Source: an optimization exercise on an open RTL-to-GDS flow (aim: small area, a short achievable clock period and few clock cycles per item). Production flows keep margins and buffers that such runs may drop.
RTL that was checked went through simulation tests only; none was proved equivalent to the original.
The RTL of run 1 was laid out without a check of its function.
Power is estimated from default activity; no workload was simulated.

## flow/design.v (module list and top-level ports; edited modules follow where they fit)
// module csa_layer: 1617 lines
// module result_buffer: 91 lines
// module wallace_mult: 33 lines
module wallace_mult (
	input  logic                  clk,
	input  logic                  rst_n,
	input  logic                  in_valid,
	input  wallace_pkg::operand_t a,
	input  wallace_pkg::operand_t b,
	output logic                  in_credit,
	output logic                  out_valid,
	output wallace_pkg::product_t product,
	input  logic                  out_credit
);
  // ...
==> flow/run.sh <==
#!/bin/bash
# synth_recipe.tcl (not shown) runs the flow's synth.tcl, then flattens the netlist and writes it again
# the make line also repeats each setting of config.mk as NAME=value (left out here)
make -C /OpenROAD-flow-scripts/flow DESIGN_CONFIG=/design/flow/config.mk WORK_HOME=/design/flow/orfs CLKGATE_MAP_FILE= SYNTH_SCRIPT=/design/flow/synth_recipe.tcl finish
==> flow/config.mk <==
export PLATFORM = sky130hd
export DESIGN_NAME = wallace_mult
export DESIGN_NICKNAME = wallace_mult
export VERILOG_FILES = /design/flow/design.v
export SDC_FILE = /design/flow/constraint.sdc
export NUM_CORES = 4
export LEC_CHECK = 0
export ABC_AREA = 1
export CAP_MARGIN = 20
export CORE_MARGIN = 2
export CORE_UTILIZATION = 40
export CTS_CLUSTER_DIAMETER = 80
export CTS_CLUSTER_SIZE = 30
export SETUP_SLACK_MARGIN = 1.8
export SLEW_MARGIN = 20
==> flow/constraint.sdc <==
create_clock -name core_clock -period 4.0 [get_ports {clk}]
set_input_delay 0.8000 -clock core_clock [delete_from_list [all_inputs] [get_ports {clk}]]
set_output_delay 0.8000 -clock core_clock [all_outputs]
set_load 0.01 [all_outputs]
==> results list, run 1 <==
- The flow ran to the end and the layout has no timing, DRC or antenna violations.
- Count of mapped cells out of synthesis: around 1600
- Worst hold path cell count: 0
- Sw power: 0.00481 W
- In this run the cell area of the synthesized design comes to between 0.015 and 0.02 mm2.
* Final global-route overflow total: 0
- Setup repair after global routing missed its margin: true
- Register with the most flip-flops: u_csa.st2_q
- Highest fanout seen on the critical path: 2
- STA classifies the critical path endpoint as a flip-flop.
- During placement, the flow inserted port buffers numbering 69.
- Prior to clock tree synthesis, the placed netlist has a worst setup slack of approximately 1.1 ns.
- In the global route stage, met3 resource usage came out at under 10%.
- Data arrives at the worst endpoint at about 2.5 ns.
* Fraction of area in non-clock buffers: 5.72%
- In this run the worst setup path begins at u_csa.st2_q[15].
- Summing the areas of all fa, ha and maj instances in the mapped netlist gives about 13% of the synthesized area.
- In the layout the commonest cells are 284 x edfxtp_1, 228 x inv_1, 216 x nand2_1.
- The layout has 18 clock buffers.
- The startpoint identified for the worst register-to-register timing path is u_csa.st2_q[15].
- Proportion of synthesized chip area in sequential cells: 51.6%
- WL met2: between 15000 and 20000 um
* Count of placed standard cells in the final layout, fillers left out: roughly 2300
- Worst setup slack after layout: around 1.8 ns
- Sequential cells: 300
- In the final layout, flip-flops and latches take up between 40% and 50% of the cell area.
- Placer's final routability congestion estimate: 0.913
* Resize count post-CTS: 63
* Antenna Violating Nets Remaining: 0
- Net switching is 36.5% of the power.
* Worst Path Buf+Inv: 3
- Clock latency on the worst-skew pair, taken at its later pin, is 0.53 ns.
- The number of global-route vias before repair came to around 11000.
- The worst path needs roughly 2.2 ns of the cycle, external delays included.
- Walking the worst path, the cells encountered are inv_2, fa_1, inv_2, fa_1, ha_4, inv_2, o21bai_1, a21o_1.
==> run 2: changes to the inputs <==
--- a/flow/design.v
+++ b/flow/design.v
@@ -328,18 +328,16 @@
 	logic s81;
 	logic c81;
 	logic s82;
 	logic c82;
 	logic s83;
 	logic c83;
 	logic g0;
 	logic p0;
-	logic g3;
-	logic p3;
 	logic g4;
 	logic p4;
 	logic g5;
 	logic p5;
 	logic g6;
 	logic p6;
 	logic g7;
 	logic p7;
@@ -638,31 +636,30 @@
 	logic sel3_3_q1;
 	logic sel4_3_q1;
 	logic sel1_4_q1;
 	logic sel2_4_q1;
 	logic sel3_4_q1;
 	logic sel4_4_q1;
 	logic sel1_5_q1;
 	logic sel2_5_q1;
-	logic [101:0] st2_q;
+	logic [96:0] st2_q;
+	logic b_14_q2;
+	logic a_15_q2;
+	logic a_14_q2;
 	logic pp0_2_q2;
-	logic pp1_3_q2;
 	logic pp2_0_q2;
-	logic pp2_1_q2;
-	logic pp2_2_q2;
-	logic pp2_4_q2;
-	logic pp2_5_q2;
 	logic pp3_1_q2;
 	logic pp3_2_q2;
-	logic pp4_0_q2;
+	logic pp4_10_q2;
 	logic pp4_12_q2;
+	logic pp4_13_q2;
 	logic pp4_14_q2;
-	logic pp4_15_q2;
-	logic pp4_16_q2;
+	logic sel1_5_q2;
+	logic sel2_5_q2;
 	logic s1_q2;
 	logic c1_q2;
 	logic s2_q2;
 	logic c2_q2;
 	logic s3_q2;
 	logic c3_q2;
 	logic s4_q2;
 	logic c4_q2;
@@ -700,54 +697,50 @@
 	logic c20_q2;
 	logic s21_q2;
 	logic c21_q2;
 	logic s22_q2;
 	logic c22_q2;
 	logic s23_q2;
 	logic c23_q2;
 	logic s24_q2;
-	logic c24_q2;
 	logic s25_q2;
 	logic c25_q2;
 	logic s26_q2;
 	logic c26_q2;
 	logic s27_q2;
 	logic c27_q2;
 	logic s28_q2;
 	logic c28_q2;
+	logic s29_q2;
+	logic c29_q2;
+	logic s30_q2;
+	logic c30_q2;
 	logic s31_q2;
 	logic c31_q2;
 	logic s32_q2;
 	logic c32_q2;
 	logic s33_q2;
 	logic c33_q2;
 	logic s34_q2;
 	logic c34_q2;
-	logic s50_q2;
-	logic c50_q2;
-	logic s51_q2;
-	logic c51_q2;
-	logic s52_q2;
-	logic c52_q2;
-	logic s53_q2;
+	logic s35_q2;
+	logic c35_q2;
+	logic s36_q2;
+	logic c36_q2;
+	logic s37_q2;
+	logic c37_q2;
+	logic s38_q2;
+	logic c38_q2;
+	logic s56_q2;
 	logic c57_q2;
-	logic c80_q2;
-	logic s81_q2;
-	logic c81_q2;
-	logic s82_q2;
+	logic s83_q2;
 	logic p0_q2;
-	logic g3_q2;
-	logic p3_q2;
-	logic g4_q2;
-	logic p4_q2;
 	logic g5_q2;
 	logic p5_q2;
-	logic g31_q2;
-	logic p31_q2;
 	logic G0_1_q2;
 	logic P0_1_q2;
 	logic y1_q2;
 	logic [62:0] st3_q;
 	logic p0_q3;
 	logic g8_q3;
 	logic p8_q3;
 	logic p9_q3;
@@ -937,17 +930,17 @@
 	assign pp4_10 = ((sel1_4_q1 & a_10_q1) | (sel2_4_q1 & a_9_q1) | (sel3_4_q1 & a3_10_q1) | (sel4_4_q1 & a_8_q1)) ^ b_14_q1;
 	assign pp4_11 = ((sel1_4_q1 & a_11_q1) | (sel2_4_q1 & a_10_q1) | (sel3_4_q1 & a3_11_q1) | (sel4_4_q1 & a_9_q1)) ^ b_14_q1;
 	assign pp4_12 = ((sel1_4_q1 & a_12_q1) | (sel2_4_q1 & a_11_q1) | (sel3_4_q1 & a3_12_q1) | (sel4_4_q1 & a_10_q1)) ^ b_14_q1;
 	assign pp4_13 = ((sel1_4_q1 & a_13_q1) | (sel2_4_q1 & a_12_q1) | (sel3_4_q1 & a3_13_q1) | (sel4_4_q1 & a_11_q1)) ^ b_14_q1;
 	assign pp4_14 = ((sel1_4_q1 & a_14_q1) | (sel2_4_q1 & a_13_q1) | (sel3_4_q1 & a3_14_q1) | (sel4_4_q1 & a_12_q1)) ^ b_14_q1;
 	assign pp4_15 = ((sel1_4_q1 & a_15_q1) | (sel2_4_q1 & a_14_q1) | (sel3_4_q1 & a3_15_q1) | (sel4_4_q1 & a_13_q1)) ^ b_14_q1;
 	assign pp4_16 = ((sel2_4_q1 & a_15_q1) | (sel3_4_q1 & a3_16_q1) | (sel4_4_q1 & a_14_q1)) ^ b_14_q1;
 	assign pp4_17 = ((sel3_4_q1 & a3_17_q1) | (sel4_4_q1 & a_15_q1)) ^ b_14_q1;
-	assign sn4 = ~b_14_q1;
+	assign sn4 = ~b_14_q2;
 	assign sel1_5 = (~b[15] & b[14]) | (b[15] & ~b[14]);
 	assign sel2_5 = (b[15] & b[14]);
 	assign pp5_0 = (sel1_5_q1 & a_0_q1);
 	assign pp5_1 = (sel1_5_q1 & a_1_q1) | (sel2_5_q1 & a_0_q1);
 	assign pp5_2 = (sel1_5_q1 & a_2_q1) | (sel2_5_q1 & a_1_q1);
 	assign pp5_3 = (sel1_5_q1 & a_3_q1) | (sel2_5_q1 & a_2_q1);
 	assign pp5_4 = (sel1_5_q1 & a_4_q1) | (sel2_5_q1 & a_3_q1);
 	assign pp5_5 = (sel1_5_q1 & a_5_q1) | (sel2_5_q1 & a_4_q1);
@@ -955,190 +948,188 @@
 	assign pp5_7 = (sel1_5_q1 & a_7_q1) | (sel2_5_q1 & a_6_q1);
 	assign pp5_8 = (sel1_5_q1 & a_8_q1) | (sel2_5_q1 & a_7_q1);
 	assign pp5_9 = (sel1_5_q1 & a_9_q1) | (sel2_5_q1 & a_8_q1);
 	assign pp5_10 = (sel1_5_q1 & a_10_q1) | (sel2_5_q1 & a_9_q1);
 	assign pp5_11 = (sel1_5_q1 & a_11_q1) | (sel2_5_q1 & a_10_q1);
 	assign pp5_12 = (sel1_5_q1 & a_12_q1) | (sel2_5_q1 & a_11_q1);
 	assign pp5_13 = (sel1_5_q1 & a_13_q1) | (sel2_5_q1 & a_12_q1);
 	assign pp5_14 = (sel1_5_q1 & a_14_q1) | (sel2_5_q1 & a_13_q1);
-	assign pp5_15 = (sel1_5_q1 & a_15_q1) | (sel2_5_q1 & a_14_q1);
+	assign pp5_15 = (sel1_5_q2 & a_15_q2) | (sel2_5_q2 & a_14_q2);
 	assign pp5_16 = (sel2_5_q1 & a_15_q1);
-	assign s1 = b_11_q1 ^ pp0_9;
-	assign c1 = b_11_q1 & pp0_9;
-	assign s2 = pp0_10 ^ pp1_7;
-	assign c2 = pp0_10 & pp1_7;
-	assign s3 = pp0_11 ^ pp1_8;
-	assign c3 = pp0_11 & pp1_8;
-	assign s4 = b_14_q1 ^ pp0_12 ^ pp1_9;
-	assign c4 = (b_14_q1 & pp0_12) | (b_14_q1 & pp1_9) | (pp0_12 & pp1_9);
-	assign s5 = pp2_6 ^ pp3_3;
-	assign c5 = pp2_6 & pp3_3;
-	assign s6 = pp0_13 ^ pp1_10 ^ pp2_7;
-	assign c6 = (pp0_13 & pp1_10) | (pp0_13 & pp2_7) | (pp1_10 & pp2_7);
-	assign s7 = pp3_4 ^ pp4_1;
-	assign c7 = pp3_4 & pp4_1;
-	assign s8 = pp0_14 ^ pp1_11 ^ pp2_8;
-	assign c8 = (pp0_14 & pp1_11) | (pp0_14 & pp2_8) | (pp1_11 & pp2_8);
-	assign s9 = pp3_5 ^ pp4_2;
-	assign c9 = pp3_5 & pp4_2;
-	assign s10 = pp5_0 ^ pp0_15 ^ pp1_12;
-	assign c10 = (pp5_0 & pp0_15) | (pp5_0 & pp1_12) | (pp0_15 & pp1_12);
-	assign s11 = pp2_9 ^ pp3_6 ^ pp4_3;
-	assign c11 = (pp2_9 & pp3_6) | (pp2_9 & pp4_3) | (pp3_6 & pp4_3);
-	assign s12 = pp5_1 ^ pp0_16 ^ pp1_13;
-	assign c12 = (pp5_1 & pp0_16) | (pp5_1 & pp1_13) | (pp0_16 & pp1_13);
-	assign s13 = pp2_10 ^ pp3_7 ^ pp4_4;
-	assign c13 = (pp2_10 & pp3_7) | (pp2_10 & pp4_4) | (pp3_7 & pp4_4);
-	assign s14 = pp5_2 ^ pp0_17 ^ pp1_14;
-	assign c14 = (pp5_2 & pp0_17) | (pp5_2 & pp1_14) | (pp0_17 & pp1_14);
-	assign s15 = pp2_11 ^ pp3_8 ^ pp4_5;
-	assign c15 = (pp2_11 & pp3_8) | (pp2_11 & pp4_5) | (pp3_8 & pp4_5);
-	assign s16 = b_2_q1 ^ pp5_3 ^ pp1_15;
-	assign c16 = (b_2_q1 & pp5_3) | (b_2_q1 & pp1_15) | (pp5_3 & pp1_15);
-	assign s17 = pp2_12 ^ pp3_9 ^ pp4_6;
-	assign c17 = (pp2_12 & pp3_9) | (pp2_12 & pp4_6) | (pp3_9 & pp4_6);
-	assign s18 = b_2_q1 ^ pp5_4 ^ pp1_16;
-	assign c18 = (b_2_q1 & pp5_4) | (b_2_q1 & pp1_16) | (pp5_4 & pp1_16);
-	assign s19 = pp2_13 ^ pp3_10 ^ pp4_7;
-	assign c19 = (pp2_13 & pp3_10) | (pp2_13 & pp4_7) | (pp3_10 & pp4_7);
-	assign s20 = b_2_q1 ^ pp5_5 ^ pp1_17;
-	assign c20 = (b_2_q1 & pp5_5) | (b_2_q1 & pp1_17) | (pp5_5 & pp1_17);
-	assign s21 = pp2_14 ^ pp3_11 ^ pp4_8;
-	assign c21 = (pp2_14 & pp3_11) | (pp2_14 & pp4_8) | (pp3_11 & pp4_8);
-	assign s22 = sn1 ^ sn0 ^ pp5_6;
-	assign c22 = (sn1 & sn0) | (sn1 & pp5_6) | (sn0 & pp5_6);
-	assign s23 = pp2_15 ^ pp3_12 ^ pp4_9;
-	assign c23 = (pp2_15 & pp3_12) | (pp2_15 & pp4_9) | (pp3_12 & pp4_9);
-	assign s24 = 1'b1 ^ pp5_7 ^ pp2_16;
-	assign c24 = (1'b1 & pp5_7) | (1'b1 & pp2_16) | (pp5_7 & pp2_16);
-	assign s25 = pp3_13 ^ pp4_10;
-	assign c25 = pp3_13 & pp4_10;
-	assign s26 = 1'b1 ^ pp5_8 ^ pp2_17;
-	assign c26 = (1'b1 & pp5_8) | (1'b1 & pp2_17) | (pp5_8 & pp2_17);
-	assign s27 = pp3_14 ^ pp4_11;
-	assign c27 = pp3_14 & pp4_11;
+	assign s1 = b_5_q1 ^ pp0_3 ^ pp1_0;
+	assign c1 = (b_5_q1 & pp0_3) | (b_5_q1 & pp1_0) | (pp0_3 & pp1_0);
+	assign s2 = b_8_q1 ^ pp0_6 ^ pp1_3;
+	assign c2 = (b_8_q1 & pp0_6) | (b_8_q1 & pp1_3) | (pp0_6 & pp1_3);
+	assign s3 = pp0_7 ^ pp1_4 ^ pp2_1;
+	assign c3 = (pp0_7 & pp1_4) | (pp0_7 & pp2_1) | (pp1_4 & pp2_1);
+	assign s4 = pp0_8 ^ pp1_5 ^ pp2_2;
+	assign c4 = (pp0_8 & pp1_5) | (pp0_8 & pp2_2) | (pp1_5 & pp2_2);
+	assign s5 = b_11_q1 ^ pp0_9 ^ pp1_6;
+	assign c5 = (b_11_q1 & pp0_9) | (b_11_q1 & pp1_6) | (pp0_9 & pp1_6);
+	assign s6 = pp0_10 ^ pp1_7 ^ pp2_4;
+	assign c6 = (pp0_10 & pp1_7) | (pp0_10 & pp2_4) | (pp1_7 & pp2_4);
+	assign s7 = pp0_11 ^ pp1_8 ^ pp2_5;
+	assign c7 = (pp0_11 & pp1_8) | (pp0_11 & pp2_5) | (pp1_8 & pp2_5);
+	assign s8 = b_14_q1 ^ pp0_12 ^ pp1_9;
+	assign c8 = (b_14_q1 & pp0_12) | (b_14_q1 & pp1_9) | (pp0_12 & pp1_9);
+	assign s9 = pp2_6 ^ pp3_3 ^ pp4_0;
+	assign c9 = (pp2_6 & pp3_3) | (pp2_6 & pp4_0) | (pp3_3 & pp4_0);
+	assign s10 = pp0_13 ^ pp1_10 ^ pp2_7;
+	assign c10 = (pp0_13 & pp1_10) | (pp0_13 & pp2_7) | (pp1_10 & pp2_7);
+	assign s11 = pp0_14 ^ pp1_11 ^ pp2_8;
+	assign c11 = (pp0_14 & pp1_11) | (pp0_14 & pp2_8) | (pp1_11 & pp2_8);
+	assign s12 = pp5_0 ^ pp0_15 ^ pp1_12;
+	assign c12 = (pp5_0 & pp0_15) | (pp5_0 & pp1_12) | (pp0_15 & pp1_12);
+	assign s13 = pp2_9 ^ pp3_6 ^ pp4_3;
+	assign c13 = (pp2_9 & pp3_6) | (pp2_9 & pp4_3) | (pp3_6 & pp4_3);
+	assign s14 = pp5_1 ^ pp0_16 ^ pp1_13;
+	assign c14 = (pp5_1 & pp0_16) | (pp5_1 & pp1_13) | (pp0_16 & pp1_13);
+	assign s15 = pp2_10 ^ pp3_7 ^ pp4_4;
+	assign c15 = (pp2_10 & pp3_7) | (pp2_10 & pp4_4) | (pp3_7 & pp4_4);
+	assign s16 = pp5_2 ^ pp0_17 ^ pp1_14;
+	assign c16 = (pp5_2 & pp0_17) | (pp5_2 & pp1_14) | (pp0_17 & pp1_14);
+	assign s17 = pp2_11 ^ pp3_8 ^ pp4_5;
+	assign c17 = (pp2_11 & pp3_8) | (pp2_11 & pp4_5) | (pp3_8 & pp4_5);
+	assign s18 = b_2_q1 ^ pp5_3 ^ pp1_15;
+	assign c18 = (b_2_q1 & pp5_3) | (b_2_q1 & pp1_15) | (pp5_3 & pp1_15);
+	assign s19 = pp2_12 ^ pp3_9 ^ pp4_6;
+	assign c19 = (pp2_12 & pp3_9) | (pp2_12 & pp4_6) | (pp3_9 & pp4_6);
+	assign s20 = b_2_q1 ^ pp5_4 ^ pp1_16;
+	assign c20 = (b_2_q1 & pp5_4) | (b_2_q1 & pp1_16) | (pp5_4 & pp1_16);
+	assign s21 = pp2_13 ^ pp3_10 ^ pp4_7;
+	assign c21 = (pp2_13 & pp3_10) | (pp2_13 & pp4_7) | (pp3_10 & pp4_7);
+	assign s22 = b_2_q1 ^ pp5_5 ^ pp1_17;
+	assign c22 = (b_2_q1 & pp5_5) | (b_2_q1 & pp1_17) | (pp5_5 & pp1_17);
+	assign s23 = pp2_14 ^ pp3_11 ^ pp4_8;
+	assign c23 = (pp2_14 & pp3_11) | (pp2_14 & pp4_8) | (pp3_11 & pp4_8);
+	assign s24 = sn1 ^ sn0 ^ pp5_6;
+	assign c24 = (sn1 & sn0) | (sn1 & pp5_6) | (sn0 & pp5_6);
+	assign s25 = pp2_15 ^ pp3_12 ^ pp4_9;
+	assign c25 = (pp2_15 & pp3_12) | (pp2_15 & pp4_9) | (pp3_12 & pp4_9);
+	assign s26 = 1'b1 ^ pp5_7 ^ pp2_16;
+	assign c26 = (1'b1 & pp5_7) | (1'b1 & pp2_16) | (pp5_7 & pp2_16);
+	assign s27 = 1'b1 ^ pp5_8 ^ pp2_17;
+	assign c27 = (1'b1 & pp5_8) | (1'b1 & pp2_17) | (pp5_8 & pp2_17);
 	assign s28 = sn2 ^ pp5_9 ^ pp3_15;
 	assign c28 = (sn2 & pp5_9) | (sn2 & pp3_15) | (pp5_9 & pp3_15);
-	assign s29 = 1'b1 ^ pp5_10;
-	assign c29 = 1'b1 & pp5_10;
-	assign s30 = 1'b1 ^ pp5_11;
-	assign c30 = 1'b1 & pp5_11;
-	assign s31 = b_8_q1 ^ pp0_6;
-	assign c31 = b_8_q1 & pp0_6;
-	assign s32 = pp0_7 ^ pp1_4;
-	assign c32 = pp0_7 & pp1_4;
-	assign s33 = pp0_8 ^ pp1_5;
-	assign c33 = pp0_8 & pp1_5;
-	assign s34 = pp1_6 ^ pp2_3 ^ pp3_0;
-	assign c34 = (pp1_6 & pp2_3) | (pp1_6 & pp3_0) | (pp2_3 & pp3_0);
-	assign s35 = pp2_4_q2 ^ pp3_1_q2 ^ c1_q2;
-	assign c35 = (pp2_4_q2 & pp3_1_q2) | (pp2_4_q2 & c1_q2) | (pp3_1_q2 & c1_q2);
-	assign s36 = pp2_5_q2 ^ pp3_2_q2 ^ c2_q2;
-	assign c36 = (pp2_5_q2 & pp3_2_q2) | (pp2_5_q2 & c2_q2) | (pp3_2_q2 & c2_q2);
-	assign s37 = pp4_0_q2 ^ c3_q2 ^ s5_q2;
-	assign c37 = (pp4_0_q2 & c3_q2) | (pp4_0_q2 & s5_q2) | (c3_q2 & s5_q2);
-	assign s38 = c5_q2 ^ s7_q2 ^ c4_q2;
-	assign c38 = (c5_q2 & s7_q2) | (c5_q2 & c4_q2) | (s7_q2 & c4_q2);
-	assign s39 = c7_q2 ^ s9_q2 ^ c6_q2;
-	assign c39 = (c7_q2 & s9_q2) | (c7_q2 & c6_q2) | (s9_q2 & c6_q2);
-	assign s40 = c9_q2 ^ c8_q2 ^ s10_q2;
-	assign c40 = (c9_q2 & c8_q2) | (c9_q2 & s10_q2) | (c8_q2 & s10_q2);
-	assign s41 = c10_q2 ^ c11_q2 ^ s12_q2;
-	assign c41 = (c10_q2 & c11_q2) | (c10_q2 & s12_q2) | (c11_q2 & s12_q2);
-	assign s42 = c12_q2 ^ c13_q2 ^ s14_q2;
-	assign c42 = (c12_q2 & c13_q2) | (c12_q2 & s14_q2) | (c13_q2 & s14_q2);
-	assign s43 = c14_q2 ^ c15_q2 ^ s16_q2;
-	assign c43 = (c14_q2 & c15_q2) | (c14_q2 & s16_q2) | (c15_q2 & s16_q2);
-	assign s44 = c16_q2 ^ c17_q2 ^ s18_q2;
-	assign c44 = (c16_q2 & c17_q2) | (c16_q2 & s18_q2) | (c17_q2 & s18_q2);
-	assign s45 = c18_q2 ^ c19_q2 ^ s20_q2;
-	assign c45 = (c18_q2 & c19_q2) | (c18_q2 & s20_q2) | (c19_q2 & s20_q2);
-	assign s46 = s22_q2 ^ c20_q2 ^ c21_q2;
-	assign c46 = (s22_q2 & c20_q2) | (s22_q2 & c21_q2) | (c20_q2 & c21_q2);
-	assign s47 = c22_q2 ^ s25_q2 ^ c23_q2;
-	assign c47 = (c22_q2 & s25_q2) | (c22_q2 & c23_q2) | (s25_q2 & c23_q2);
-	assign s48 = c25_q2 ^ s27_q2 ^ c24_q2;
-	assign c48 = (c25_q2 & s27_q2) | (c25_q2 & c24_q2) | (s27_q2 & c24_q2);
-	assign s49 = pp4_12_q2 ^ c27_q2 ^ c26_q2;
-	assign c49 = (pp4_12_q2 & c27_q2) | (pp4_12_q2 & c26_q2) | (c27_q2 & c26_q2);
-	assign s50 = s29 ^ pp3_16 ^ pp4_13;
-	assign c50 = (s29 & pp3_16) | (s29 & pp4_13) | (pp3_16 & pp4_13);
-	assign s51 = c29 ^ s30 ^ pp3_17;
-	assign c51 = (c29 & s30) | (c29 & pp3_17) | (s30 & pp3_17);
-	assign s52 = sn3 ^ pp5_12 ^ c30;
-	assign c52 = (sn3 & pp5_12) | (sn3 & c30) | (pp5_12 & c30);
-	assign s53 = 1'b1 ^ pp5_13;
-	assign c53 = 1'b1 & pp5_13;
-	assign s54 = 1'b1 ^ pp5_14;
-	assign c54 = 1'b1 & pp5_14;
-	assign s55 = b_5_q1 ^ pp0_3;
-	assign c55 = b_5_q1 & pp0_3;
+	assign s29 = 1'b1 ^ pp5_10 ^ pp3_16;
+	assign c29 = (1'b1 & pp5_10) | (1'b1 & pp3_16) | (pp5_10 & pp3_16);
+	assign s30 = 1'b1 ^ pp5_11 ^ pp3_17;
+	assign c30 = (1'b1 & pp5_11) | (1'b1 & pp3_17) | (pp5_11 & pp3_17);
+	assign s31 = sn3 ^ pp5_12 ^ pp4_15;
+	assign c31 = (sn3 & pp5_12) | (sn3 & pp4_15) | (pp5_12 & pp4_15);
+	assign s32 = 1'b1 ^ pp5_13 ^ pp4_16;
+	assign c32 = (1'b1 & pp5_13) | (1'b1 & pp4_16) | (pp5_13 & pp4_16);
+	assign s33 = 1'b1 ^ pp5_14 ^ pp4_17;
+	assign c33 = (1'b1 & pp5_14) | (1'b1 & pp4_17) | (pp5_14 & pp4_17);
+	assign s34 = pp3_4 ^ pp4_1;
+	assign c34 = pp3_4 & pp4_1;
+	assign s35 = pp3_5 ^ pp4_2;
+	assign c35 = pp3_5 & pp4_2;
+	assign s36 = c24 ^ pp3_13;
+	assign c36 = c24 & pp3_13;
+	assign s37 = pp3_14 ^ pp4_11;
+	assign c37 = pp3_14 & pp4_11;
+	assign s38 = pp2_3 ^ pp3_0;
+	assign c38 = pp2_3 & pp3_0;
+	assign s39 = pp3_1_q2 ^ c5_q2;
+	assign c39 = pp3_1_q2 & c5_q2;
+	assign s40 = pp3_2_q2 ^ c6_q2;
+	assign c40 = pp3_2_q2 & c6_q2;
+	assign s41 = c7_q2 ^ s8_q2;
+	assign c41 = c7_q2 & s8_q2;
+	assign s42 = s34_q2 ^ c8_q2 ^ c9_q2;
+	assign c42 = (s34_q2 & c8_q2) | (s34_q2 & c9_q2) | (c8_q2 & c9_q2);
+	assign s43 = c34_q2 ^ s35_q2 ^ c10_q2;
+	assign c43 = (c34_q2 & s35_q2) | (c34_q2 & c10_q2) | (s35_q2 & c10_q2);
+	assign s44 = c35_q2 ^ c11_q2 ^ s12_q2;
+	assign c44 = (c35_q2 & c11_q2) | (c35_q2 & s12_q2) | (c11_q2 & s12_q2);
+	assign s45 = c12_q2 ^ c13_q2 ^ s14_q2;
+	assign c45 = (c12_q2 & c13_q2) | (c12_q2 & s14_q2) | (c13_q2 & s14_q2);
+	assign s46 = c14_q2 ^ c15_q2 ^ s16_q2;
+	assign c46 = (c14_q2 & c15_q2) | (c14_q2 & s16_q2) | (c15_q2 & s16_q2);
+	assign s47 = c16_q2 ^ c17_q2 ^ s18_q2;
+	assign c47 = (c16_q2 & c17_q2) | (c16_q2 & s18_q2) | (c17_q2 & s18_q2);
+	assign s48 = c18_q2 ^ c19_q2 ^ s20_q2;
+	assign c48 = (c18_q2 & c19_q2) | (c18_q2 & s20_q2) | (c19_q2 & s20_q2);
+	assign s49 = c20_q2 ^ c21_q2 ^ s22_q2;
+	assign c49 = (c20_q2 & c21_q2) | (c20_q2 & s22_q2) | (c21_q2 & s22_q2);
+	assign s50 = s24_q2 ^ c22_q2 ^ c23_q2;
+	assign c50 = (s24_q2 & c22_q2) | (s24_q2 & c23_q2) | (c22_q2 & c23_q2);
+	assign s51 = pp4_10_q2 ^ s36_q2 ^ c25_q2;
+	assign c51 = (pp4_10_q2 & s36_q2) | (pp4_10_q2 & c25_q2) | (s36_q2 & c25_q2);
+	assign s52 = c36_q2 ^ s37_q2 ^ c26_q2;
+	assign c52 = (c36_q2 & s37_q2) | (c36_q2 & c26_q2) | (s37_q2 & c26_q2);
+	assign s53 = pp4_12_q2 ^ c37_q2 ^ c27_q2;
+	assign c53 = (pp4_12_q2 & c37_q2) | (pp4_12_q2 & c27_q2) | (c37_q2 & c27_q2);
+	assign s54 = pp4_13_q2 ^ c28_q2;
+	assign c54 = pp4_13_q2 & c28_q2;
+	assign s55 = pp4_14_q2 ^ c29_q2;
+	assign c55 = pp4_14_q2 & c29_q2;
 	assign s56 = pp0_4 ^ pp1_1;
 	assign c56 = pp0_4 & pp1_1;
 	assign s57 = pp0_5 ^ pp1_2;
 	assign c57 = pp0_5 & pp1_2;
-	assign s58 = pp1_3_q2 ^ pp2_0_q2 ^ s31_q2;
-	assign c58 = (pp1_3_q2 & pp2_0_q2) | (pp1_3_q2 & s31_q2) | (pp2_0_q2 & s31_q2);
-	assign s59 = pp2_1_q2 ^ c31_q2 ^ s32_q2;
-	assign c59 = (pp2_1_q2 & c31_q2) | (pp2_1_q2 & s32_q2) | (c31_q2 & s32_q2);
-	assign s60 = pp2_2_q2 ^ c32_q2 ^ s33_q2;
-	assign c60 = (pp2_2_q2 & c32_q2) | (pp2_2_q2 & s33_q2) | (c32_q2 & s33_q2);
-	assign s61 = c33_q2 ^ s1_q2 ^ s34_q2;
-	assign c61 = (c33_q2 & s1_q2) | (c33_q2 & s34_q2) | (s1_q2 & s34_q2);
-	assign s62 = s2_q2 ^ c34_q2 ^ s35;
-	assign c62 = (s2_q2 & c34_q2) | (s2_q2 & s35) | (c34_q2 & s35);
-	assign s63 = s3_q2 ^ c35 ^ s36;
-	assign c63 = (s3_q2 & c35) | (s3_q2 & s36) | (c35 & s36);
-	assign s64 = s4_q2 ^ c36 ^ s37;
-	assign c64 = (s4_q2 & c36) | (s4_q2 & s37) | (c36 & s37);
-	assign s65 = s6_q2 ^ c37 ^ s38;
-	assign c65 = (s6_q2 & c37) | (s6_q2 & s38) | (c37 & s38);
-	assign s66 = s8_q2 ^ c38 ^ s39;
-	assign c66 = (s8_q2 & c38) | (s8_q2 & s39) | (c38 & s39);
-	assign s67 = s11_q2 ^ c39 ^ s40;
-	assign c67 = (s11_q2 & c39) | (s11_q2 & s40) | (c39 & s40);
-	assign s68 = s13_q2 ^ c40 ^ s41;
-	assign c68 = (s13_q2 & c40) | (s13_q2 & s41) | (c40 & s41);
-	assign s69 = s15_q2 ^ c41 ^ s42;
-	assign c69 = (s15_q2 & c41) | (s15_q2 & s42) | (c41 & s42);
-	assign s70 = s17_q2 ^ c42 ^ s43;
-	assign c70 = (s17_q2 & c42) | (s17_q2 & s43) | (c42 & s43);
-	assign s71 = s19_q2 ^ c43 ^ s44;
-	assign c71 = (s19_q2 & c43) | (s19_q2 & s44) | (c43 & s44);
-	assign s72 = s21_q2 ^ c44 ^ s45;
-	assign c72 = (s21_q2 & c44) | (s21_q2 & s45) | (c44 & s45);
-	assign s73 = s23_q2 ^ c45 ^ s46;
-	assign c73 = (s23_q2 & c45) | (s23_q2 & s46) | (c45 & s46);
-	assign s74 = s24_q2 ^ c46 ^ s47;
-	assign c74 = (s24_q2 & c46) | (s24_q2 & s47) | (c46 & s47);
-	assign s75 = s26_q2 ^ c47 ^ s48;
-	assign c75 = (s26_q2 & c47) | (s26_q2 & s48) | (c47 & s48);
-	assign s76 = s28_q2 ^ c48 ^ s49;
-	assign c76 = (s28_q2 & c48) | (s28_q2 & s49) | (c48 & s49);
-	assign s77 = c28_q2 ^ s50_q2 ^ c49;
-	assign c77 = (c28_q2 & s50_q2) | (c28_q2 & c49) | (s50_q2 & c49);
-	assign s78 = pp4_14_q2 ^ c50_q2 ^ s51_q2;
-	assign c78 = (pp4_14_q2 & c50_q2) | (pp4_14_q2 & s51_q2) | (c50_q2 & s51_q2);
-	assign s79 = pp4_15_q2 ^ s52_q2 ^ c51_q2;
-	assign c79 = (pp4_15_q2 & s52_q2) | (pp4_15_q2 & c51_q2) | (s52_q2 & c51_q2);
-	assign s80 = s53_q2 ^ pp4_16_q2 ^ c52_q2;
-	assign c80 = (s53 & pp4_16) | (s53 & c52) | (pp4_16 & c52);
-	assign s81 = c53 ^ s54 ^ pp4_17;
-	assign c81 = (c53 & s54) | (c53 & pp4_17) | (s54 & pp4_17);
-	assign s82 = sn4 ^ pp5_15 ^ c54;
-	assign c82 = (sn4 & pp5_15) | (sn4 & c54) | (pp5_15 & c54);
+	assign s58 = pp2_0_q2 ^ s2_q2;
+	assign c58 = pp2_0_q2 & s2_q2;
+	assign s59 = c2_q2 ^ s3_q2;
+	assign c59 = c2_q2 & s3_q2;
+	assign s60 = c3_q2 ^ s4_q2;
+	assign c60 = c3_q2 & s4_q2;
+	assign s61 = s38_q2 ^ c4_q2 ^ s5_q2;
+	assign c61 = (s38_q2 & c4_q2) | (s38_q2 & s5_q2) | (c4_q2 & s5_q2);
+	assign s62 = c38_q2 ^ s6_q2 ^ s39;
+	assign c62 = (c38_q2 & s6_q2) | (c38_q2 & s39) | (s6_q2 & s39);
+	assign s63 = s7_q2 ^ c39 ^ s40;
+	assign c63 = (s7_q2 & c39) | (s7_q2 & s40) | (c39 & s40);
+	assign s64 = s9_q2 ^ c40 ^ s41;
+	assign c64 = (s9_q2 & c40) | (s9_q2 & s41) | (c40 & s41);
+	assign s65 = s10_q2 ^ c41 ^ s42;
+	assign c65 = (s10_q2 & c41) | (s10_q2 & s42) | (c41 & s42);
+	assign s66 = s11_q2 ^ c42 ^ s43;
+	assign c66 = (s11_q2 & c42) | (s11_q2 & s43) | (c42 & s43);
+	assign s67 = s13_q2 ^ c43 ^ s44;
+	assign c67 = (s13_q2 & c43) | (s13_q2 & s44) | (c43 & s44);
+	assign s68 = s15_q2 ^ c44 ^ s45;
+	assign c68 = (s15_q2 & c44) | (s15_q2 & s45) | (c44 & s45);
+	assign s69 = s17_q2 ^ c45 ^ s46;
+	assign c69 = (s17_q2 & c45) | (s17_q2 & s46) | (c45 & s46);
+	assign s70 = s19_q2 ^ c46 ^ s47;
+	assign c70 = (s19_q2 & c46) | (s19_q2 & s47) | (c46 & s47);
+	assign s71 = s21_q2 ^ c47 ^ s48;
+	assign c71 = (s21_q2 & c47) | (s21_q2 & s48) | (c47 & s48);
+	assign s72 = s23_q2 ^ c48 ^ s49;
+	assign c72 = (s23_q2 & c48) | (s23_q2 & s49) | (c48 & s49);
+	assign s73 = s25_q2 ^ c49 ^ s50;
+	assign c73 = (s25_q2 & c49) | (s25_q2 & s50) | (c49 & s50);
+	assign s74 = s26_q2 ^ c50 ^ s51;
+	assign c74 = (s26_q2 & c50) | (s26_q2 & s51) | (c50 & s51);
+	assign s75 = s27_q2 ^ c51 ^ s52;
+	assign c75 = (s27_q2 & c51) | (s27_q2 & s52) | (c51 & s52);
+	assign s76 = s28_q2 ^ c52 ^ s53;
+	assign c76 = (s28_q2 & c52) | (s28_q2 & s53) | (c52 & s53);
+	assign s77 = s29_q2 ^ s54 ^ c53;
+	assign c77 = (s29_q2 & s54) | (s29_q2 & c53) | (s54 & c53);
+	assign s78 = s30_q2 ^ c54 ^ s55;
+	assign c78 = (s30_q2 & c54) | (s30_q2 & s55) | (c54 & s55);
+	assign s79 = c30_q2 ^ s31_q2 ^ c55;
+	assign c79 = (c30_q2 & s31_q2) | (c30_q2 & c55) | (s31_q2 & c55);
+	assign s80 = c31_q2 ^ s32_q2;
+	assign c80 = c31_q2 & s32_q2;
+	assign s81 = c32_q2 ^ s33_q2;
+	assign c81 = c32_q2 & s33_q2;
+	assign s82 = sn4 ^ pp5_15 ^ c33_q2;
+	assign c82 = (sn4 & pp5_15) | (sn4 & c33_q2) | (pp5_15 & c33_q2);
 	assign s83 = 1'b1 ^ pp5_16;
 	assign c83 = 1'b1 & pp5_16;
 	assign g0 = b_2_q1 & pp0_0;
 	assign p0 = b_2_q1 ^ pp0_0;
-	assign g3 = s55 & pp1_0;
-	assign p3 = s55 ^ pp1_0;
-	assign g4 = c55 & s56;
-	assign p4 = c55 ^ s56;
+	assign g4 = s56_q2 & c1_q2;
+	assign p4 = s56_q2 ^ c1_q2;
 	assign g5 = c56 & s57;
 	assign p5 = c56 ^ s57;
 	assign g6 = c57_q2 & s58;
 	assign p6 = c57_q2 ^ s58;
 	assign g7 = c58 & s59;
 	assign p7 = c58 ^ s59;
 	assign g8 = c59 & s60;
 	assign p8 = c59 ^ s60;
@@ -1177,27 +1168,27 @@
 	assign g25 = c76 & s77;
 	assign p25 = c76 ^ s77;
 	assign g26 = c77 & s78;
 	assign p26 = c77 ^ s78;
 	assign g27 = c78 & s79;
 	assign p27 = c78 ^ s79;
 	assign g28 = c79 & s80;
 	assign p28 = c79 ^ s80;
-	assign g29 = c80_q2 & s81_q2;
-	assign p29 = c80_q2 ^ s81_q2;
-	assign g30 = c81_q2 & s82_q2;
-	assign p30 = c81_q2 ^ s82_q2;
-	assign g31 = c82 & s83;
-	assign p31 = c82 ^ s83;
+	assign g29 = c80 & s81;
+	assign p29 = c80 ^ s81;
+	assign g30 = c81 & s82;
+	assign p30 = c81 ^ s82;
+	assign g31 = c82 & s83_q2;
+	assign p31 = c82 ^ s83_q2;
 	assign G0_1 = pp0_1 & g0;
 	assign P0_1 = pp0_1 & p0;
-	assign P0_3 = p3_q2 & pp0_2_q2;
-	assign G0_5 = g5_q2 | (p5_q2 & g4_q2);
-	assign P0_5 = p5_q2 & p4_q2;
+	assign P0_3 = s1_q2 & pp0_2_q2;
+	assign G0_5 = g5_q2 | (p5_q2 & g4);
+	assign P0_5 = p5_q2 & p4;
 	assign G0_7 = g7 | (p7 & g6);
 	assign P0_7 = p7 & p6;
 	assign G0_9 = g9 | (p9 & g8);
 	assign P0_9 = p9 & p8;
 	assign G0_11 = g11 | (p11 & g10);
 	assign P0_11 = p11 & p10;
 	assign G0_13 = g13 | (p13 & g12);
 	assign P0_13 = p13_q3 & p12_q3;
@@ -1212,21 +1203,21 @@
 	assign G0_23 = g23 | (p23 & g22);
 	assign P0_23 = p23_q3 & p22_q3;
 	assign G0_25 = g25 | (p25 & g24);
 	assign P0_25 = p25_q3 & p24_q3;
 	assign G0_27 = g27 | (p27 & g26);
 	assign P0_27 = p27_q3 & p26_q3;
 	assign G0_29 = g29 | (p29 & g28);
 	assign P0_29 = p29 & p28;
-	assign G0_31 = g31_q2 | (p31_q2 & g30);
-	assign P0_31 = p31_q2 & p30;
+	assign G0_31 = g31 | (p31 & g30);
+	assign P0_31 = p31 & p30;
 	assign G1_2 = pp0_2_q2 & G0_1_q2;
 	assign P1_2 = pp0_2_q2 & P0_1_q2;
-	assign G1_3 = g3_q2 | (P0_3 & G0_1_q2);
+	assign G1_3 = P0_3 & G0_1_q2;
 	assign P1_3 = P0_3 & P0_1_q2;
 	assign G1_6 = g6 | (p6 & G0_5);
 	assign P1_6 = p6 & P0_5;
 	assign G1_7 = G0_7 | (P0_7 & G0_5);
 	assign P1_7 = P0_7 & P0_5;
 	assign G1_10 = g10 | (p10 & G0_9);
 	assign P1_10 = p10 & P0_9;
 	assign G1_11 = G0_11 | (P0_11 & G0_9);
@@ -1246,18 +1237,18 @@
 	assign G1_26 = g26_q3 | (p26_q3 & G0_25_q3);
 	assign P1_26 = p26_q3 & P0_25;
 	assign G1_27 = G0_27_q3 | (P0_27 & G0_25_q3);
 	assign P1_27 = P0_27 & P0_25;
 	assign G1_30 = g30 | (p30 & G0_29);
 	assign P1_30 = p30_q3 & P0_29_q3;
 	assign G1_31 = G0_31 | (P0_31 & G0_29);
 	assign P1_31 = P0_31 & P0_29;
-	assign G2_4 = g4_q2 | (p4_q2 & G1_3);
-	assign P2_4 = p4_q2 & P1_3;
+	assign G2_4 = g4 | (p4 & G1_3);
+	assign P2_4 = p4 & P1_3;
 	assign G2_5 = G0_5 | (P0_5 & G1_3);
 	assign P2_5 = P0_5 & P1_3;
 	assign G2_6 = G1_6 | (P1_6 & G1_3);
 	assign P2_6 = P1_6 & P1_3;
 	assign G2_7 = G1_7 | (P1_7 & G1_3);
 	assign P2_7 = P1_7 & P1_3;
 	assign G2_12 = g12_q3 | (p12_q3 & G1_11_q3);
 	assign P2_12 = p12_q3 & P1_11_q3;
@@ -1344,18 +1335,18 @@
 	assign G4_29 = G3_29 | (P3_29 & G3_15);
 	assign P4_29 = P3_29 & P3_15;
 	assign G4_30 = G3_30 | (P3_30 & G3_15);
 	assign P4_30 = P3_30 & P3_15;
 	assign G4_31 = G3_31 | (P3_31 & G3_15);
 	assign P4_31 = P3_31 & P3_15;
 	assign y1 = pp0_1 ^ g0;
 	assign y2 = pp0_2_q2 ^ G0_1_q2;
-	assign y3 = p3_q2 ^ G1_2;
-	assign y4 = p4_q2 ^ G1_3;
+	assign y3 = s1_q2 ^ G1_2;
+	assign y4 = p4 ^ G1_3;
 	assign y5 = p5_q2 ^ G2_4;
 	assign y6 = p6 ^ G2_5;
 	assign y7 = p7 ^ G2_6;
 	assign y8 = p8_q3 ^ G2_7_q3;
 	assign y9 = p9_q3 ^ G3_8;
 	assign y10 = p10_q3 ^ G3_9;
 	assign y11 = p11_q3 ^ G3_10;
 	assign y12 = p12_q3 ^ G3_11;
@@ -1441,124 +1432,119 @@
 	assign sel1_4_q1 = st1_q[55];
 	assign sel2_4_q1 = st1_q[56];
 	assign sel3_4_q1 = st1_q[57];
 	assign sel4_4_q1 = st1_q[58];
 	assign sel1_5_q1 = st1_q[59];
 	assign sel2_5_q1 = st1_q[60];
 	always_ff @(posedge clk) begin
 		if (en[1]) begin
-			st2_q <= {y1, P0_1, G0_1, p31, g31, p5, g5, p4, g4, p3, g3, p0, s82, c81, s81, c80, c57, s53, c52, s52, c51, s51, c50, s50, c34, s34, c33, s33, c32, s32, c31, s31, c28, s28, c27, s27, c26, s26, c25, s25, c24, s24, c23, s23, c22, s22, c21, s21, c20, s20, c19, s19, c18, s18, c17, s17, c16, s16, c15, s15, c14, s14, c13, s13, c12, s12, c11, s11, c10, s10, c9, s9, c8, s8, c7, s7, c6, s6, c5, s5, c4, s4, c3, s3, c2, s2, c1, s1, pp4_16, pp4_15, pp4_14, pp4_12, pp4_0, pp3_2, pp3_1, pp2_5, pp2_4, pp2_2, pp2_1, pp2_0, pp1_3, pp0_2};
+			st2_q <= {y1, P0_1, G0_1, p5, g5, p0, s83, c57, s56, c38, s38, c37, s37, c36, s36, c35, s35, c34, s34, c33, s33, c32, s32, c31, s31, c30, s30, c29, s29, c28, s28, c27, s27, c26, s26, c25, s25, s24, c23, s23, c22, s22, c21, s21, c20, s20, c19, s19, c18, s18, c17, s17, c16, s16, c15, s15, c14, s14, c13, s13, c12, s12, c11, s11, c10, s10, c9, s9, c8, s8, c7, s7, c6, s6, c5, s5, c4, s4, c3, s3, c2, s2, c1, s1, sel2_5_q1, sel1_5_q1, pp4_14, pp4_13, pp4_12, pp4_10, pp3_2, pp3_1, pp2_0, pp0_2, a_14_q1, a_15_q1, b_14_q1};
 		end
 	end
-	assign pp0_2_q2 = st2_q[0];
-	assign pp1_3_q2 = st2_q[1];
-	assign pp2_0_q2 = st2_q[2];
-	assign pp2_1_q2 = st2_q[3];
-	assign pp2_2_q2 = st2_q[4];
-	assign pp2_4_q2 = st2_q[5];
-	assign pp2_5_q2 = st2_q[6];
-	assign pp3_1_q2 = st2_q[7];
-	assign pp3_2_q2 = st2_q[8];
-	assign pp4_0_q2 = st2_q[9];
-	assign pp4_12_q2 = st2_q[10];
-	assign pp4_14_q2 = st2_q[11];
-	assign pp4_15_q2 = st2_q[12];
-	assign pp4_16_q2 = st2_q[13];
-	assign s1_q2 = st2_q[14];
-	assign c1_q2 = st2_q[15];
-	assign s2_q2 = st2_q[16];
-	assign c2_q2 = st2_q[17];
-	assign s3_q2 = st2_q[18];
-	assign c3_q2 = st2_q[19];
-	assign s4_q2 = st2_q[20];
-	assign c4_q2 = st2_q[21];
-	assign s5_q2 = st2_q[22];
-	assign c5_q2 = st2_q[23];
-	assign s6_q2 = st2_q[24];
-	assign c6_q2 = st2_q[25];
-	assign s7_q2 = st2_q[26];
-	assign c7_q2 = st2_q[27];
-	assign s8_q2 = st2_q[28];
-	assign c8_q2 = st2_q[29];
-	assign s9_q2 = st2_q[30];
-	assign c9_q2 = st2_q[31];
-	assign s10_q2 = st2_q[32];
-	assign c10_q2 = st2_q[33];
-	assign s11_q2 = st2_q[34];
-	assign c11_q2 = st2_q[35];
-	assign s12_q2 = st2_q[36];
-	assign c12_q2 = st2_q[37];
-	assign s13_q2 = st2_q[38];
-	assign c13_q2 = st2_q[39];
-	assign s14_q2 = st2_q[40];
-	assign c14_q2 = st2_q[41];
-	assign s15_q2 = st2_q[42];
-	assign c15_q2 = st2_q[43];
-	assign s16_q2 = st2_q[44];
-	assign c16_q2 = st2_q[45];
-	assign s17_q2 = st2_q[46];
-	assign c17_q2 = st2_q[47];
-	assign s18_q2 = st2_q[48];
-	assign c18_q2 = st2_q[49];
-	assign s19_q2 = st2_q[50];
-	assign c19_q2 = st2_q[51];
-	assign s20_q2 = st2_q[52];
-	assign c20_q2 = st2_q[53];
-	assign s21_q2 = st2_q[54];
-	assign c21_q2 = st2_q[55];
-	assign s22_q2 = st2_q[56];
-	assign c22_q2 = st2_q[57];
-	assign s23_q2 = st2_q[58];
-	assign c23_q2 = st2_q[59];
-	assign s24_q2 = st2_q[60];
-	assign c24_q2 = st2_q[61];
-	assign s25_q2 = st2_q[62];
-	assign c25_q2 = st2_q[63];
-	assign s26_q2 = st2_q[64];
-	assign c26_q2 = st2_q[65];
-	assign s27_q2 = st2_q[66];
-	assign c27_q2 = st2_q[67];
-	assign s28_q2 = st2_q[68];
-	assign c28_q2 = st2_q[69];
-	assign s31_q2 = st2_q[70];
-	assign c31_q2 = st2_q[71];
-	assign s32_q2 = st2_q[72];
-	assign c32_q2 = st2_q[73];
-	assign s33_q2 = st2_q[74];
-	assign c33_q2 = st2_q[75];
-	assign s34_q2 = st2_q[76];
-	assign c34_q2 = st2_q[77];
-	assign s50_q2 = st2_q[78];
-	assign c50_q2 = st2_q[79];
-	assign s51_q2 = st2_q[80];
-	assign c51_q2 = st2_q[81];
-	assign s52_q2 = st2_q[82];
-	assign c52_q2 = st2_q[83];
-	assign s53_q2 = st2_q[84];
-	assign c57_q2 = st2_q[85];
-	assign c80_q2 = st2_q[86];
-	assign s81_q2 = st2_q[87];
-	assign c81_q2 = st2_q[88];
-	assign s82_q2 = st2_q[89];
-	assign p0_q2 = st2_q[90];
-	assign g3_q2 = st2_q[91];
-	assign p3_q2 = st2_q[92];
-	assign g4_q2 = st2_q[93];
-	assign p4_q2 = st2_q[94];
-	assign g5_q2 = st2_q[95];
-	assign p5_q2 = st2_q[96];
-	assign g31_q2 = st2_q[97];
-	assign p31_q2 = st2_q[98];
-	assign G0_1_q2 = st2_q[99];
-	assign P0_1_q2 = st2_q[100];
-	assign y1_q2 = st2_q[101];
+	assign b_14_q2 = st2_q[0];
+	assign a_15_q2 = st2_q[1];
+	assign a_14_q2 = st2_q[2];
+	assign pp0_2_q2 = st2_q[3];
+	assign pp2_0_q2 = st2_q[4];
+	assign pp3_1_q2 = st2_q[5];
+	assign pp3_2_q2 = st2_q[6];
+	assign pp4_10_q2 = st2_q[7];
+	assign pp4_12_q2 = st2_q[8];
+	assign pp4_13_q2 = st2_q[9];
+	assign pp4_14_q2 = st2_q[10];
+	assign sel1_5_q2 = st2_q[11];
+	assign sel2_5_q2 = st2_q[12];
+	assign s1_q2 = st2_q[13];
+	assign c1_q2 = st2_q[14];
+	assign s2_q2 = st2_q[15];
+	assign c2_q2 = st2_q[16];
+	assign s3_q2 = st2_q[17];
+	assign c3_q2 = st2_q[18];
+	assign s4_q2 = st2_q[19];
+	assign c4_q2 = st2_q[20];
+	assign s5_q2 = st2_q[21];
+	assign c5_q2 = st2_q[22];
+	assign s6_q2 = st2_q[23];
+	assign c6_q2 = st2_q[24];
+	assign s7_q2 = st2_q[25];
+	assign c7_q2 = st2_q[26];
+	assign s8_q2 = st2_q[27];
+	assign c8_q2 = st2_q[28];
+	assign s9_q2 = st2_q[29];
+	assign c9_q2 = st2_q[30];
+	assign s10_q2 = st2_q[31];
+	assign c10_q2 = st2_q[32];
+	assign s11_q2 = st2_q[33];
+	assign c11_q2 = st2_q[34];
+	assign s12_q2 = st2_q[35];
+	assign c12_q2 = st2_q[36];
+	assign s13_q2 = st2_q[37];
+	assign c13_q2 = st2_q[38];
+	assign s14_q2 = st2_q[39];
+	assign c14_q2 = st2_q[40];
+	assign s15_q2 = st2_q[41];
+	assign c15_q2 = st2_q[42];
+	assign s16_q2 = st2_q[43];
+	assign c16_q2 = st2_q[44];
+	assign s17_q2 = st2_q[45];
+	assign c17_q2 = st2_q[46];
+	assign s18_q2 = st2_q[47];
+	assign c18_q2 = st2_q[48];
+	assign s19_q2 = st2_q[49];
+	assign c19_q2 = st2_q[50];
+	assign s20_q2 = st2_q[51];
+	assign c20_q2 = st2_q[52];
+	assign s21_q2 = st2_q[53];
+	assign c21_q2 = st2_q[54];
+	assign s22_q2 = st2_q[55];
+	assign c22_q2 = st2_q[56];
+	assign s23_q2 = st2_q[57];
+	assign c23_q2 = st2_q[58];
+	assign s24_q2 = st2_q[59];
+	assign s25_q2 = st2_q[60];
+	assign c25_q2 = st2_q[61];
+	assign s26_q2 = st2_q[62];
+	assign c26_q2 = st2_q[63];
+	assign s27_q2 = st2_q[64];
+	assign c27_q2 = st2_q[65];
+	assign s28_q2 = st2_q[66];
+	assign c28_q2 = st2_q[67];
+	assign s29_q2 = st2_q[68];
+	assign c29_q2 = st2_q[69];
+	assign s30_q2 = st2_q[70];
+	assign c30_q2 = st2_q[71];
+	assign s31_q2 = st2_q[72];
+	assign c31_q2 = st2_q[73];
+	assign s32_q2 = st2_q[74];
+	assign c32_q2 = st2_q[75];
+	assign s33_q2 = st2_q[76];
+	assign c33_q2 = st2_q[77];
+	assign s34_q2 = st2_q[78];
+	assign c34_q2 = st2_q[79];
+	assign s35_q2 = st2_q[80];
+	assign c35_q2 = st2_q[81];
+	assign s36_q2 = st2_q[82];
+	assign c36_q2 = st2_q[83];
+	assign s37_q2 = st2_q[84];
+	assign c37_q2 = st2_q[85];
+	assign s38_q2 = st2_q[86];
+	assign c38_q2 = st2_q[87];
+	assign s56_q2 = st2_q[88];
+	assign c57_q2 = st2_q[89];
+	assign s83_q2 = st2_q[90];
+	assign p0_q2 = st2_q[91];
+	assign g5_q2 = st2_q[92];
+	assign p5_q2 = st2_q[93];
+	assign G0_1_q2 = st2_q[94];
+	assign P0_1_q2 = st2_q[95];
+	assign y1_q2 = st2_q[96];
 	always_ff @(posedge clk) begin
 		if (en[2]) begin
-			st3_q <= {y7, y6, y5, y4, y3, y2, y1_q2, P2_7, G2_7, P1_31, G1_31, G1_30, P1_11, G1_11, P1_10, G1_10, P0_29, G0_29, G0_27, G0_25, G0_23, G0_21, G0_19, G0_17, G0_15, G0_13, P0_9, G0_9, p31_q2, p30, p29, p28, g28, p27, p26, g26, p25, p24, g24, p23, p22, g22, p21, p20, g20, p19, p18, g18, p17, p16, g16, p15, p14, g14, p13, p12, g12, p11, p10, p9, p8, g8, p0_q2};
+			st3_q <= {y7, y6, y5, y4, y3, y2, y1_q2, P2_7, G2_7, P1_31, G1_31, G1_30, P1_11, G1_11, P1_10, G1_10, P0_29, G0_29, G0_27, G0_25, G0_23, G0_21, G0_19, G0_17, G0_15, G0_13, P0_9, G0_9, p31, p30, p29, p28, g28, p27, p26, g26, p25, p24, g24, p23, p22, g22, p21, p20, g20, p19, p18, g18, p17, p16, g16, p15, p14, g14, p13, p12, g12, p11, p10, p9, p8, g8, p0_q2};
 		end
 	end
 	assign p0_q3 = st3_q[0];
 	assign g8_q3 = st3_q[1];
 	assign p8_q3 = st3_q[2];
 	assign p9_q3 = st3_q[3];
 	assign p10_q3 = st3_q[4];
 	assign p11_q3 = st3_q[5];
==> results list, run 2 <==
- Run status: finished clean (unchanged).
- Synth Warn #: 2 (unchanged)
- The type of origin of the critical path is a flip-flop (unchanged).
- The total chip power was 0.0131 W (was 0.0132 W).
* DP Worst Slack: 1.09 ns (was 1.11 ns)
* Startpoint-to-endpoint class of the critical path: flip-flop to flip-flop (unchanged)
- The largest net degree at the start of global routing came to 97 (was 77).
- Post-layout net count: 1847 (was 1870)
- Worst min-delay path endpoint: u_csa.st3_q[0] (unchanged)
- The wire length reported by the detailed router was 40200 um (was 38600 um).
* Antenna Violating Nets Remaining: 0 (unchanged)
- X dimension of the die: 211 um (was 212 um)
- Highest fanout seen on the critical path: 8 (was 2)
- The placement row count was 75 (was 76).
* Most frequently used flop master after synthesis: edfxtp_1 (unchanged)
- Gr usage total: 17.9% (was 17.3%)
- The static leakage came to 8.24 nW (was 8.33 nW).
* Layout Skew: 0.0226 ns (was 0.0257 ns)
- Average footprint of a synthesized cell: 10.7 um2 (was 10.6 um2)
- The last weighted congestion value of the routability-driven placer is 0.917 (was 0.913).
- The buffer depth of the longest clock path came to 3 (unchanged).
- The number of CTS-inserted buffers is 19 (was 17).
- Clock slew at reported path FFs: 0.09 ns (was 0.11 ns)
* Number of cells traversed by the worst register-to-register path: 6 (was 8)
* Origin of the worst min-delay path: u_csa.st2_q[91] (was u_csa.st2_q[90])
- The number of pins with negative max-slew slack in the final report was 0 (unchanged).
* Data required time of the critical path: 4.25 ns (was 4.30 ns)
- The number of instances in the synthesized netlist came to 1597 (was 1632).
- Commonest cells post-synth: 280 x edfxtp_1, 229 x inv_1, 220 x nand2_1 (was 284 x edfxtp_1, 260 x inv_1, 220 x nand2_1).
- I/O pin cnt: 70 (unchanged)
- Reg-to-Reg End: u_csa.st2_q[60] (was u_csa.st3_q[49])
* Cell chosen for the clock root: clkbuf_16 (unchanged)
- Worst hold path cell count: 0 (unchanged)
- Ranking of synthesized cells by area: edfxtp_1 49%, fa_1 7.4%, ha_1 6.3% (was edfxtp_1 49%, fa_1 7.5%, ha_1 5.9%).
- Min Clock Period, post-route: 2.19 ns (was 2.23 ns)
* Post-route setup TNS: 0 ns (unchanged)
- Area growth syn-to-layout: 14.0% (was 13.4%)
- Worst slew margin: 46.3% (was 44.9%)
- Routed vias: 11400 (was 11300)
- The critical path arrival is 2.45 ns (was 2.54 ns).
- Number of antenna repair diodes: 0 (unchanged)
* Series of cell instances along the critical path: clkinvlp_4, buf_4, o22ai_1, nor2_1, xor2_1, fa_1 (was inv_2, fa_1, inv_2, fa_1, ha_4, inv_2, o21bai_1, a21o_1)
- The flip-flop count of the largest register, all copies and words added was 96 (was 100).
- Worst R2R Start: u_csa.st1_q[16] (was u_csa.st2_q[15])
- The vias per cell was 5.16 (was 4.93).
- The final cell utilization of the core is 46.4% (was 45.8%).
* Number of max-capacitance violations reported: 0 (unchanged)
- Syn nets: 1782 (was 1814)
- Worst-Skew Late Latency: 0.53 ns (about the same)
* Proportion of layout cells with a drive suffix above 1: 11.5% (was 10.4%)
- The worst vdd rail ir drop is 0.000335 V (was 0.000312 V).
- Largest regs: u_csa.st2_q: 96 flops, u_result_buffer.mem: 64 flops (was u_csa.st2_q: 100 flops, u_result_buffer.mem: 64 flops)
* Iteration count of the initial detailed-routing pass: 5 (was 7)
- The effective utilization at floorplan came to 40.7% (was 40.4%).
- Fraction of the cycle the final worst path needs: 54.9% (was 55.9%)
- The number of H-tree branching levels was 1 (unchanged).
- Cell area after synthesis: 0.0171 mm2 (was 0.0173 mm2)
- The number of remaining DRC errors was 0 (unchanged).
- R2R Setup Slk: 1.81 ns (was 1.77 ns)
- Die footprint: 0.0444 mm2 (was 0.0450 mm2)
* Average wire length per cell after detail routing: 18.2 um (was 16.9 um)
- The area inside the core boundary came to 0.0420 mm2 (was 0.0429 mm2).
* Buffers on Ports: 69 (unchanged)
- Detailed Place HPWL: 28200 um (was 27400 um)
* CP max stage delay: 0.54 ns (was 0.55 ns)
- Highest-count cells in the layout ignoring fill and taps: 280 x edfxtp_1, 217 x nand2_1, 198 x inv_1 (was 284 x edfxtp_1, 228 x inv_1, 216 x nand2_1).
- The most frequent standard cell in the layout excluding fill and tap cells was edfxtp_1 (unchanged).
* Final hold violation count: 0 (unchanged)
* Num Clock Sinks: 296 (was 300)
- Power per standard cell area: 670 mW/mm2 (was 672 mW/mm2)
* Final global-route overflow total: 0 (unchanged)
* Count of flip-flops with a built-in enable after synthesis: 280 (was 284)
- The TritonCTS clock tree was yes (unchanged).
* Vias in the first global route: 11200 (was 11300)
* Most numerous cell in the Yosys netlist: edfxtp_1 (unchanged)
- Actual transition at the worst max-transition pin: 0.805 ns (was 0.826 ns)
- The initial antenna violation count came to 0 (was 1).
- Hold/Removal Path Class: flip-flop to flip-flop (unchanged)
- The sequential fraction of the synthesis area was 51.5% (was 51.6%).
- The largest register by flop count was u_csa.st2_q (unchanged).
- The die boundary height is 211 um (was 212 um).
- The slowest stage cell on the critical path is edfxtp_1 (was fa_1).
* Setup repair after global routing missed its margin: true (unchanged)
* Achievable Freq: 0.456 GHz (was 0.447 GHz)
- The number of DRC markers in iteration 0 was 787 (was 740).
- The worst-case setup margin in the final layout was 1.81 ns (was 1.77 ns).
- Area fraction of the dominant cell type after synthesis: 49.1% (was 49.2%)
- Number of endpoints failing setup at the final stage: 0 (unchanged)
* Fraction of synthesis flops using an asynchronous set or reset pin: 5.41% (was 5.33%)
- The number of synthesized register bits was 296 (was 300).
- Wire length of the first global-routing pass: 62400 um (was 61200 um)
- The count of different cell masters after synthesis was 40 (was 39).
- The nature of the critical path endpoint is a flip-flop (unchanged).
- The most area-hungry cell type in the Yosys netlist was edfxtp_1 (unchanged).
## run 2: critical path: cells and delay by family, from the launching register on
family / cells / cell delay [ns]
AOI/OAI and AO/OA: 1 / 0.15
xor gates and xnor gates: 1 / 0.16
adders and majority gates: 1 / 0.50
buffers and inverters: 2 / 0.47
DFF: 1 / 0.54
and+or+nand+nor: 1 / 0.10
## run 2: worst max path at each step
stage / start / endpoint / slack (ns) / cells past startpoint
after CTS: a[2] / u_csa.st1_q[35] / 1.77 / 9
after global placement: a[1] / u_csa.st1_q[34] / 1.15 / 8
after global routing: u_csa.st1_q[51] / u_csa.st2_q[66] / 1.76 / 6
after floorplan: u_result_buffer.out_valid / u_csa.st2_q[0] / 1.25 / 6
final: u_csa.st1_q[16] / u_csa.st2_q[60] / 1.81 / 6
after detailed placement: a[1] / u_csa.st1_q[34] / 1.09 / 8
## run 2: layout make-up
| class | instances | area (um2) |
|---|---|---|
| repair inverters | 2 | 15.0 |
| repair buffers | 124 | 1200 |
| clock inverters | 13 | 146 |
| well taps | 539 | 674 |
| multi-input cells | 973 | 7120 |
| inverters | 246 | 1050 |
| flip-flops and latches | 296 | 8810 |
| clock buffers | 21 | 483 |
| fillers | 3915 | 22500 |
## run 2: layer usage
| metal | track usage (%) | share of wire (%) | vias to the layer above |
|---|---|---|---|
| met4 | 5.44 | 2.9 | 0 |
| met2 | 30.2 | 48 | 386 |
| met5 | 0 | 0 | - |
| li1 | - | - | 5529 |
| met3 | 2.10 | 5.8 | 79 |
| met1 | 24.4 | 44 | 5440 |
## run 2: logic make-up after synthesis
family                     Yosys count  share of synthesized area, %
AOI/OAI and AO/OA                  247                          8.99
DFF                                296                          51.5
buffers and inverters              330                          8.30
adders and majority gates          149                          13.7
xor gates and xnor gates           119                          6.14
and+or+nand+nor                    456                          11.4
## run 2: through the flow
step,hold WS (ns),area (um2),cells
floorplan,0.400,17100,1597
global placement,0.411,18100,2127
detailed placement,0.405,18100,2127
CTS,0.430,19000,2187
global route,0.455,19500,2214
finish,0.428,19500,2214
## run 2: report_power, final
part           internal (W)  switching, W  total (W)
combinational       0.00223       0.00324    0.00547
clock              0.000940       0.00112    0.00206
sequential          0.00508      0.000446    0.00553
## run 2: what timing repair did
action | in CTS | in global routing
setup endpoints to repair | 169 | 143
hold endpoints to repair | 0 | 0
hold buffers | 0 | 0
buffers inserted | 23 | 25
gates resized for setup | 65 | 56
cloned | 3 | 2
pin swaps | 3 | 14
Testbench counts of run 2, summed over its fixed seeds: cycles 3,232, items 3,200.
==> run 3: changes to the inputs <==
--- a/flow/config.mk
+++ b/flow/config.mk
@@ -8,7 +8,7 @@
 export ABC_AREA = 1
 export CAP_MARGIN = 20
 export CORE_MARGIN = 2
-export CORE_UTILIZATION = 40
+export CORE_UTILIZATION = 50
 export CTS_CLUSTER_DIAMETER = 80
 export CTS_CLUSTER_SIZE = 30
 export SETUP_SLACK_MARGIN = 1.8
==> results list, run 3 <==
- Run status: finished clean (unchanged).
- Cell type contributing the most total cell area after synthesis: edfxtp_1 (unchanged)
- Post-layout net count: 1847 (unchanged)
- Iteration count of the initial detailed-routing pass: 6 (was 5)
* Gr usage total: 21.3% (was 17.9%)
- Worst slew margin: 44.1% (was 46.3%)
- The fraction of synthesis flops using an asynchronous set or reset pin is 5.41% (unchanged).
* Count of flip-flops with a built-in enable after synthesis: 280 (unchanged)
- Placed Cells: 2036 (was 2127)
- The final HPWL from detailed placement came to 26800 um (was 28200 um).
- Ranking of synthesized cells by area: edfxtp_1 49%, fa_1 7.4%, ha_1 6.3% (unchanged).
- The number of pins with negative max-slew slack in the final report came to 0 (unchanged).
- Achievable Freq: 0.459 GHz (was 0.456 GHz)
- Number of max-capacitance violations reported: 0 (unchanged)
- The largest net degree at the start of global routing was 63 (was 97).
- The worst vdd rail ir drop came to 0.000481 V (was 0.000335 V).
- The area added between synthesis and finish was 14.2% (was 14.0%).
* I/O pin cnt: 70 (unchanged)
* Most frequent standard cell in the layout excluding fill and tap cells: edfxtp_1 (unchanged)
* Register with the most flip-flops: u_csa.st2_q (unchanged)
- TritonCTS clock tree: yes (unchanged)
- The number of instances in the synthesized netlist was 1597 (unchanged).
* Number of cells traversed by the worst register-to-register path: 6 (unchanged)
- The number of CTS-inserted buffers came to 16 (was 19).
- Wire length of the first global-routing pass: 60100 um (was 62400 um)
- The number of H-tree branching levels is 1 (unchanged).
- Number of endpoints failing setup at the final stage: 0 (unchanged)
* Most frequently used flop master after synthesis: edfxtp_1 (unchanged)
- Kind of capture point of the worst setup path: flip-flop (unchanged)
* Average wire length per cell after detail routing: 18.1 um (was 18.2 um)
* Height of the die: 189 um (was 211 um)
- The proportion of netlist area held by the largest area contributor is 49.1% (unchanged).
- Setup repair after global routing missed its margin: true (unchanged)
* Detailed Route WL: 38400 um (was 40200 um)
[run 3: kinds of logic (layout without fill, tap and decap cells)]
| group | after synthesis | after routing | share of synthesized area, % |
|---|---|---|---|
| adder cells (fa/ha/maj) | 149 | 149 | 13.7 |
| flip-flops | 296 | 296 | 51.5 |
| XOR/XNOR | 119 | 119 | 6.14 |
| buffers and inverters | 330 | 403 | 8.30 |
| AND/OR/NAND/NOR | 456 | 456 | 11.4 |
| AO/OA/AOI/OAI | 247 | 249 | 8.99 |
[run 3: critical path, cell delays in order (launching register included)]
cell        delay [ns]
edfxtp_1          0.58
clkinvlp_4        0.16
buf_4             0.18
o22ai_1           0.17
nor2_1            0.11
xor2_1            0.17
fa_1              0.56
[run 3: worst max-delay path by stage]
stage | start | slack, ns | cells past startpoint | to
5_1_grt | u_result_buffer.out_valid | 1.75 | 6 | u_csa.st3_q[22]
2_1_floorplan | u_result_buffer.out_valid | 1.25 | 6 | u_csa.st2_q[0]
4_1_cts | u_result_buffer.out_valid | 1.74 | 7 | u_csa.st2_q[53]
3_5_place_dp | a[1] | 1.07 | 8 | u_csa.st1_q[34]
6_report | u_csa.st1_q[41] | 1.82 | 6 | u_csa.st2_q[25]
3_3_place_gp | a[1] | 1.12 | 8 | u_csa.st1_q[34]
[run 3: layout make-up]
| class | instances | area [um2] |
|---|---|---|
| Inverter | 246 | 1060 |
| Timing Repair Buffer | 127 | 1290 |
| Clock buffer | 18 | 429 |
| Multi-Input combinational cell | 973 | 7220 |
| Fill cell | 2808 | 14100 |
| Timing Repair inverter | 2 | 12.5 |
| Clock inverter | 10 | 158 |
| Sequential cell | 296 | 8810 |
| Tap cell | 448 | 561 |
[run 3: metrics by stage]
stage / setup WS [ns] / total power, W / cell area [um2] / hold WS, ns
3_3_place_gp: 1.12 / 0.0105 / 18000 / 0.432
6_report: 1.82 / 0.0132 / 19500 / 0.445
2_1_floorplan: 1.25 / 0.00919 / 17100 / 0.400
5_1_grt: 1.75 / 0.0142 / 19500 / 0.471
4_1_cts: 1.74 / 0.0129 / 18800 / 0.446
3_5_place_dp: 1.07 / 0.0107 / 18000 / 0.419
[run 3: timing repair]
action / CTS / global route
resized for setup: 44 / 97
hold endpoints to repair: 0 / 0
pin swaps: 7 / 17
gates cloned: 3 / 2
buffers inserted: 21 / 30
endpoints found under the setup margin: 224 / 181
[run 3: layer usage]
layer | routed length [um] | track usage (%) | vias to the layer above
met5 | 0 | 0 | -
met2 | 17800 | 34.4 | 344
met4 | 1180 | 7.00 | 0
met3 | 2160 | 3.06 | 78
li1 | - | - | 5532
met1 | 17300 | 29.7 | 5429
[run 3: power by group]
part           internal [W]  switching [W]  total, W
Clock              0.000965        0.00105   0.00202
Sequential          0.00508       0.000445   0.00553
Combinational       0.00237        0.00327   0.00563

Setup slack of run 3, layout unchanged: 1.823 ns with ideal ports, 1.783 ns with driving cells assumed (clock clkbuf_16, inputs buf_2), 1.321 ns with port delays also shifted by the 0.558 ns mid clock arrival.
